Context: an optimization exercise on an open-source flow, tuned for small area. The choices shown serve that exercise and are no tape-out recipe.
Function was checked by simulation only, so behaviour that the tests miss may differ from the original.
Power figures rest on the tool's default switching activity, not on a simulated workload.

// isa_core
module isa_core
(
    input  logic              clk,
    input  logic              rst_n,
    input  logic              run,
    input  logic              host_we,
    input  isa_pkg::reg_idx_t host_idx,
    input  isa_pkg::word_t    host_data,
    input  logic              instr_valid,
    input  isa_pkg::word_t    instr_data,
    output logic              fetch_req,
    output isa_pkg::pc_t      fetch_addr,
    output logic              wb_valid,
    output isa_pkg::reg_idx_t wb_idx,
    output isa_pkg::word_t    wb_data,
    output logic              io_stall
);
==> flow/config.mk <==
export PLATFORM = sky130hd
export DESIGN_NAME = isa_core
export DESIGN_NICKNAME = isa_core
export VERILOG_FILES = /design/flow/design.v
export SDC_FILE = /design/flow/constraint.sdc
export NUM_CORES = 4
export LEC_CHECK = 0
export ABC_CLOCK_PERIOD_IN_PS = 5500
export CAP_MARGIN = 20
export CORE_MARGIN = 2
export CORE_UTILIZATION = 55
export SLEW_MARGIN = 20
==> flow/constraint.sdc <==
create_clock -name core_clock -period 5.5 [get_ports {clk}]
set_input_delay 1.1000 -clock core_clock [delete_from_list [all_inputs] [get_ports {clk}]]
set_output_delay 1.1000 -clock core_clock [all_outputs]
set_load 0.01 [all_outputs]
standard.sh (not shown) runs the stock make flow with config.mk's settings and CLKGATE_MAP_FILE= SYNTH_SCRIPT=/design/flow/synth_recipe.tcl, a recipe that flattens the netlist after the stock synthesis.
==> flow/flow/run.sh <==
#!/bin/bash
# The standard layout (standard.sh) with these changes:
#  - if flow/abc.script exists, synthesis (flow/synth.tcl, otherwise the
#    same as synth_recipe.tcl) maps the logic with that ABC script
#  - port buffers use the smallest buffer cell
#  - the clock tree is built from small clock buffers in small sink
#    clusters, without dummy loads
# The ORFS tools log to orfs/logs as usual; make's output goes to
# standard.log.
set -euo pipefail
here=$(pwd)
if [[ -f flow/abc.script ]]; then
  sed "s#SYNTH_SCRIPT=[^ ]*#SYNTH_SCRIPT=$here/flow/synth.tcl#" standard.sh > standard_own.sh
  export FLOW_ABC_SCRIPT=$here/flow/abc.script
else
  cp standard.sh standard_own.sh
fi
export BUFFER_PORTS_ARGS="-buffer_cell sky130_fd_sc_hd__buf_1"
export CTS_ARGS="-sink_clustering_enable -repair_clock_nets -dont_use_dummy_load -buf_list {sky130_fd_sc_hd__clkbuf_4} -sink_clustering_size 10 -sink_clustering_max_diameter 40"
bash standard_own.sh > standard.log 2>&1
==> flow/flow/abc.script <==
strash
ifraig
scorr
dc2
dretime
strash
&get -n
&dch -f
&nf {D}
&put
==> flow/flow/synth.tcl <==
# The standard flow's synthesis script (synth_recipe.tcl), except that ABC maps with the
# area-oriented script in flow/abc.script instead of ORFS's speed script.
# Flip-flops are mapped before ABC runs, so the registers are the same.
proc synth {args} { yosys synth -nofsm -noshare {*}$args }
proc abc {args} {
  set i [lsearch -exact $args -script]
  if { $i >= 0 && [info exists ::env(FLOW_ABC_SCRIPT)] } {
    lset args [expr {$i + 1}] $::env(FLOW_ABC_SCRIPT)
  }
  yosys abc {*}$args
}
source $::env(SCRIPTS_DIR)/synth.tcl
# left out here: clear keep_hierarchy, flatten, clean up, hide names made inside functions, write 1_2_yosys.v
Edit:
==> flow/flow/run.sh (replaced) <==
#!/bin/bash
# The standard layout (standard.sh) with these changes:
#  - synthesis (flow/synth.tcl) maps the register-file ring muxes to o22ai
#    cells before ABC maps the rest
#  - port buffers use the smallest buffer cell
#  - the clock tree is built from small clock buffers in small sink
#    clusters, without dummy loads
# The ORFS tools log to orfs/logs as usual; make's output goes to
# standard.log.
set -euo pipefail
here=$(pwd)
sed "s#SYNTH_SCRIPT=[^ ]*#SYNTH_SCRIPT=$here/flow/synth.tcl#" standard.sh > standard_own.sh
export FLOW_FLOW_DIR=$here/flow
export BUFFER_PORTS_ARGS="-buffer_cell sky130_fd_sc_hd__buf_1"
export CTS_ARGS="-sink_clustering_enable -repair_clock_nets -dont_use_dummy_load -buf_list {sky130_fd_sc_hd__clkbuf_4} -sink_clustering_size 10 -sink_clustering_max_diameter 40"
bash standard_own.sh > standard.log 2>&1
==> flow/flow/abc.script (replaced) <==
&get -n
&st
&dch
&nf
&st
&syn2
&if -g -K 6
&synch2
&nf
&st
&syn2
&if -g -K 6
&synch2
&nf
&st
&syn2
&if -g -K 6
&synch2
&nf
&st
&syn2
&if -g -K 6
&synch2
&nf
&st
&syn2
&if -g -K 6
&synch2
&nf
&put
topo
stime -c
==> flow/flow/ringmux.v (new file) <==
// Map a 2:1 mux into one o22ai cell: Y = !((!S | !B) & (S | !A)) = S ? B : A.
// The inverters are left to ABC, which merges them with their drivers.
module \$_MUX_ (A, B, S, Y);
  input A, B, S;
  output Y;
  wire na, nb, ns;
  \$_NOT_ inv_a (.A(A), .Y(na));
  \$_NOT_ inv_b (.A(B), .Y(nb));
  \$_NOT_ inv_s (.A(S), .Y(ns));
  sky130_fd_sc_hd__o22ai_1 _TECHMAP_REPLACE_ (.A1(ns), .A2(nb), .B1(S), .B2(na), .Y(Y));
endmodule
==> flow/flow/synth.tcl (replaced) <==
# The standard flow's synthesis script (synth_recipe.tcl) with one addition: just before
# the final ABC mapping, the 2:1 muxes that feed the register-file ring
# flip-flops are mapped to single o22ai cells (flow/ringmux.v), so every
# ring bit gets the same small cell. ABC maps the rest as usual. The
# flip-flops are mapped before this point, so the registers are the same
# as in the standard synthesis. If flow/abc.script exists, ABC runs that
# script instead of ORFS's speed script.
proc synth {args} { yosys synth -nofsm -noshare {*}$args }
proc abc {args} {
  yosys select -set ringmux {*}{c:u_reg_file.ring* %ci1:+[D] %ci1:+[Y] t:$_MUX_ %i}
  yosys select -count @ringmux
  yosys techmap -map $::env(FLOW_FLOW_DIR)/ringmux.v @ringmux
  yosys opt_expr
  yosys opt_merge
  yosys opt_expr
  yosys opt_clean
  set i [lsearch -exact $args -script]
  if { $i >= 0 && [file exists $::env(FLOW_FLOW_DIR)/abc.script] } {
    lset args [expr {$i + 1}] $::env(FLOW_FLOW_DIR)/abc.script
  }
  yosys abc {*}$args
}
source $::env(SCRIPTS_DIR)/synth.tcl
# left out here: clear keep_hierarchy, flatten, clean up, hide names made inside functions, write 1_2_yosys.v
--- a/flow/config.mk
+++ b/flow/config.mk
@@ -10,3 +10,4 @@
 export CORE_MARGIN = 2
-export CORE_UTILIZATION = 55
+export CORE_UTILIZATION = 85
+export PLACE_DENSITY = 0.93
 export SLEW_MARGIN = 20
This time the run aborted during global routing (5_1_grt).
Synthesized area came out lower by about 5%.
Synthesized cell count shrinks by about 10%.
Edit:
--- a/flow/flow/synth.tcl
+++ b/flow/flow/synth.tcl
@@ -5,4 +5,3 @@
 # flip-flops are mapped before this point, so the registers are the same
-# as in the standard synthesis. If flow/abc.script exists, ABC runs that
-# script instead of ORFS's speed script.
+# as in the standard synthesis.
 proc synth {args} { yosys synth -nofsm -noshare {*}$args }
@@ -16,6 +15,2 @@
   yosys opt_clean
-  set i [lsearch -exact $args -script]
-  if { $i >= 0 && [file exists $::env(FLOW_FLOW_DIR)/abc.script] } {
-    lset args [expr {$i + 1}] $::env(FLOW_FLOW_DIR)/abc.script
-  }
   yosys abc {*}$args
--- a/flow/config.mk
+++ b/flow/config.mk
@@ -10,4 +10,4 @@
 export CORE_MARGIN = 2
-export CORE_UTILIZATION = 85
-export PLACE_DENSITY = 0.93
+export CORE_UTILIZATION = 70
+export PLACE_DENSITY = 0.78
 export SLEW_MARGIN = 20
removed: flow/flow/abc.script
What happened: This time the run completed without violations; synthesized area increases by 1.7%; synthesized cell count increases by 2.5%.
Edit:
--- a/flow/config.mk
+++ b/flow/config.mk
@@ -10,4 +10,3 @@
 export CORE_MARGIN = 2
-export CORE_UTILIZATION = 70
-export PLACE_DENSITY = 0.78
+export CORE_UTILIZATION = 55
 export SLEW_MARGIN = 20
What happened: The changed run went through all stages and came out clean; power is higher by 0.41%; area after synthesis is unchanged; first-iteration DRC count falls by about 21%.

========
## quartz
Starting RTL as in the previous note.
Settings: LEC_CHECK=0, ABC_CLOCK_PERIOD_IN_PS=5500, CAP_MARGIN=20, CORE_MARGIN=2, CORE_UTILIZATION=55, SLEW_MARGIN=20; clock period 5.5 ns.
==> flow/flow/run.sh <==
#!/bin/bash
# The standard layout (standard.sh) with these changes:
#  - if flow/abc.script exists, synthesis (flow/synth.tcl, otherwise the
#    same as synth_recipe.tcl) maps the logic with that ABC script
#  - port buffers use the smallest buffer cell
#  - the clock tree is built from small clock buffers in small sink
#    clusters, without dummy loads
# The ORFS tools log to orfs/logs as usual; make's output goes to
# standard.log.
set -euo pipefail
here=$(pwd)
if [[ -f flow/abc.script ]]; then
  sed "s#SYNTH_SCRIPT=[^ ]*#SYNTH_SCRIPT=$here/flow/synth.tcl#" standard.sh > standard_own.sh
  export FLOW_ABC_SCRIPT=$here/flow/abc.script
else
  cp standard.sh standard_own.sh
fi
export BUFFER_PORTS_ARGS="-buffer_cell sky130_fd_sc_hd__buf_1"
export CTS_ARGS="-sink_clustering_enable -repair_clock_nets -dont_use_dummy_load -buf_list {sky130_fd_sc_hd__clkbuf_4} -sink_clustering_size 10 -sink_clustering_max_diameter 40"
bash standard_own.sh > standard.log 2>&1
Input changes introduced in garnet (baseline for comparison: quartz):
- a change of CORE_UTILIZATION from 55 to 80
- an added PLACE_DENSITY of 0.95
--- a/flow/flow/run.sh
+++ b/flow/flow/run.sh
@@ -2,4 +2,4 @@
 # The standard layout (standard.sh) with these changes:
-#  - if flow/abc.script exists, synthesis (flow/synth.tcl, otherwise the
-#    same as synth_recipe.tcl) maps the logic with that ABC script
+#  - synthesis (flow/synth.tcl) maps the register-file ring muxes to o22ai
+#    cells before ABC maps the rest
 #  - port buffers use the smallest buffer cell
@@ -11,8 +11,4 @@
 here=$(pwd)
-if [[ -f flow/abc.script ]]; then
-  sed "s#SYNTH_SCRIPT=[^ ]*#SYNTH_SCRIPT=$here/flow/synth.tcl#" standard.sh > standard_own.sh
-  export FLOW_ABC_SCRIPT=$here/flow/abc.script
-else
-  cp standard.sh standard_own.sh
-fi
+sed "s#SYNTH_SCRIPT=[^ ]*#SYNTH_SCRIPT=$here/flow/synth.tcl#" standard.sh > standard_own.sh
+export FLOW_FLOW_DIR=$here/flow
 export BUFFER_PORTS_ARGS="-buffer_cell sky130_fd_sc_hd__buf_1"
==> flow/flow/abc.script (new file) <==
&get -n
&st
&dch
&nf
&st
&syn2
&if -g -K 6
&synch2
&nf
&st
&syn2
&if -g -K 6
&synch2
&nf
&st
&syn2
&if -g -K 6
&synch2
&nf
&st
&syn2
&if -g -K 6
&synch2
&nf
&st
&syn2
&if -g -K 6
&synch2
&nf
&put
topo
stime -c
==> flow/flow/ringmux.v (new file) <==
// Map a 2:1 mux into one o22ai cell: Y = !((!S | !B) & (S | !A)) = S ? B : A.
// The inverters are left to ABC, which merges them with their drivers.
module \$_MUX_ (A, B, S, Y);
  input A, B, S;
  output Y;
  wire na, nb, ns;
  \$_NOT_ inv_a (.A(A), .Y(na));
  \$_NOT_ inv_b (.A(B), .Y(nb));
  \$_NOT_ inv_s (.A(S), .Y(ns));
  sky130_fd_sc_hd__o22ai_1 _TECHMAP_REPLACE_ (.A1(ns), .A2(nb), .B1(S), .B2(na), .Y(Y));
endmodule
==> flow/flow/synth.tcl (new file) <==
# The standard flow's synthesis script (synth_recipe.tcl) with one addition: just before
# the final ABC mapping, the 2:1 muxes that feed the register-file ring
# flip-flops are mapped to single o22ai cells (flow/ringmux.v), so every
# ring bit gets the same small cell. ABC maps the rest as usual. The
# flip-flops are mapped before this point, so the registers are the same
# as in the standard synthesis. If flow/abc.script exists, ABC runs that
# script instead of ORFS's speed script.
proc synth {args} { yosys synth -nofsm -noshare {*}$args }
proc abc {args} {
  yosys select -set ringmux {*}{c:u_reg_file.ring* %ci1:+[D] %ci1:+[Y] t:$_MUX_ %i}
  yosys select -count @ringmux
  yosys techmap -map $::env(FLOW_FLOW_DIR)/ringmux.v @ringmux
  yosys opt_expr
  yosys opt_merge
  yosys opt_expr
  yosys opt_clean
  set i [lsearch -exact $args -script]
  if { $i >= 0 && [file exists $::env(FLOW_FLOW_DIR)/abc.script] } {
    lset args [expr {$i + 1}] $::env(FLOW_FLOW_DIR)/abc.script
  }
  yosys abc {*}$args
}
source $::env(SCRIPTS_DIR)/synth.tcl
# left out here: clear keep_hierarchy, flatten, clean up, hide names made inside functions, write 1_2_yosys.v
Results
Summary of garnet over quartz: post-synthesis share of cell area spent on xor and xnor gates now sits at about the same level, top achievable clock speed went down, total power lower, synthesized cell count went down 306, total track usage has increased. Of quartz and garnet, quartz shows the higher post-layout worst setup margin, with garnet below it. garnet against quartz: clock-buffer cell count decreased by 5 relative to the old numbers; via count of the first global-routing pass increased by 3.0% relative to the old numbers. garnet vs quartz — cell area after layout dropped 1500 µm². From quartz to garnet the numbers moved as follows: core utilization grew by 28 points, global-route wire length before repair saw a decrease.
The inputs of raven differ from those of garnet as listed below.
- PLACE_DENSITY no longer set, was 0.95
- GPL_TIMING_DRIVEN now 0, previously not set
- CORE_UTILIZATION now 55, was 80
--- a/flow/flow/run.sh
+++ b/flow/flow/run.sh
@@ -2,4 +2,4 @@
 # The standard layout (standard.sh) with these changes:
-#  - synthesis (flow/synth.tcl) maps the register-file ring muxes to o22ai
-#    cells before ABC maps the rest
+#  - if flow/abc.script exists, synthesis (flow/synth.tcl, otherwise the
+#    same as synth_recipe.tcl) maps the logic with that ABC script
 #  - port buffers use the smallest buffer cell
@@ -11,4 +11,8 @@
 here=$(pwd)
-sed "s#SYNTH_SCRIPT=[^ ]*#SYNTH_SCRIPT=$here/flow/synth.tcl#" standard.sh > standard_own.sh
-export FLOW_FLOW_DIR=$here/flow
+if [[ -f flow/abc.script ]]; then
+  sed "s#SYNTH_SCRIPT=[^ ]*#SYNTH_SCRIPT=$here/flow/synth.tcl#" standard.sh > standard_own.sh
+  export FLOW_ABC_SCRIPT=$here/flow/abc.script
+else
+  cp standard.sh standard_own.sh
+fi
 export BUFFER_PORTS_ARGS="-buffer_cell sky130_fd_sc_hd__buf_1"
removed: flow/flow/abc.script
removed: flow/flow/ringmux.v
removed: flow/flow/synth.tcl
--- outcome ---
Going from garnet to raven, non-clock buffer count grew by more than a quarter.
Against garnet, design area in raven rose by more than 10%.
raven completed; timing, DRC and antenna clean
Maximum clock rate (raven vs. garnet) increases slightly
From garnet to raven, maximum buffer depth of the clock tree did not move at all.
garnet leaves less setup margin than raven.

==> separate check: timing with driven ports <==
No port has a modelled driver above. Below, the same layouts with a new extraction and two added sets of constraints.
Step 1 (the two cells are an assumption about what drives the block):
set clk [get_ports {clk}]
set_driving_cell -lib_cell sky130_fd_sc_hd__clkbuf_16 $clk
set_driving_cell -lib_cell sky130_fd_sc_hd__buf_2 [delete_from_list [all_inputs] $clk]
Step 2 also shifts input and output timing later by t, the mid clock arrival at the registers, as if the neighbouring blocks saw the same clock.
Three values: ideal, step 1, step 2; two values: the first two.
run | t, ns | setup slack, ns | worst setup path at the end | clock arrival spread, ns | worst register clock-pin slew, ns
the first run of note 1 | 0.670 | 0.265 / 0.265 / -0.330 | input to register | 0.065 / 0.064 | 0.10 / 0.10
the third run of note 1 | 0.656 | 0.332 / 0.332 / -0.306 | input to register | 0.122 / 0.122 | 0.11 / 0.11
the fourth run of note 1 | 0.668 | 0.468 / 0.468 / -0.179 | input to register | 0.093 / 0.093 | 0.11 / 0.11
quartz | 0.696 | 0.338 / 0.338 / -0.255 | input to register | 0.078 / 0.077 | 0.11 / 0.11
garnet | 0.718 | 0.136 / 0.136 / -0.498 | input to register | 0.094 / 0.094 | 0.11 / 0.11
raven | 0.697 | 0.241 / 0.241 / -0.338 | input to register | 0.103 / 0.104 | 0.11 / 0.11
Met with ideal ports but missed after step 2: setup timing in every run listed. The setup slack of the fourth run of note 1, which loses most, moves by 0.000 ns with the drivers and by -0.647 ns with both steps.
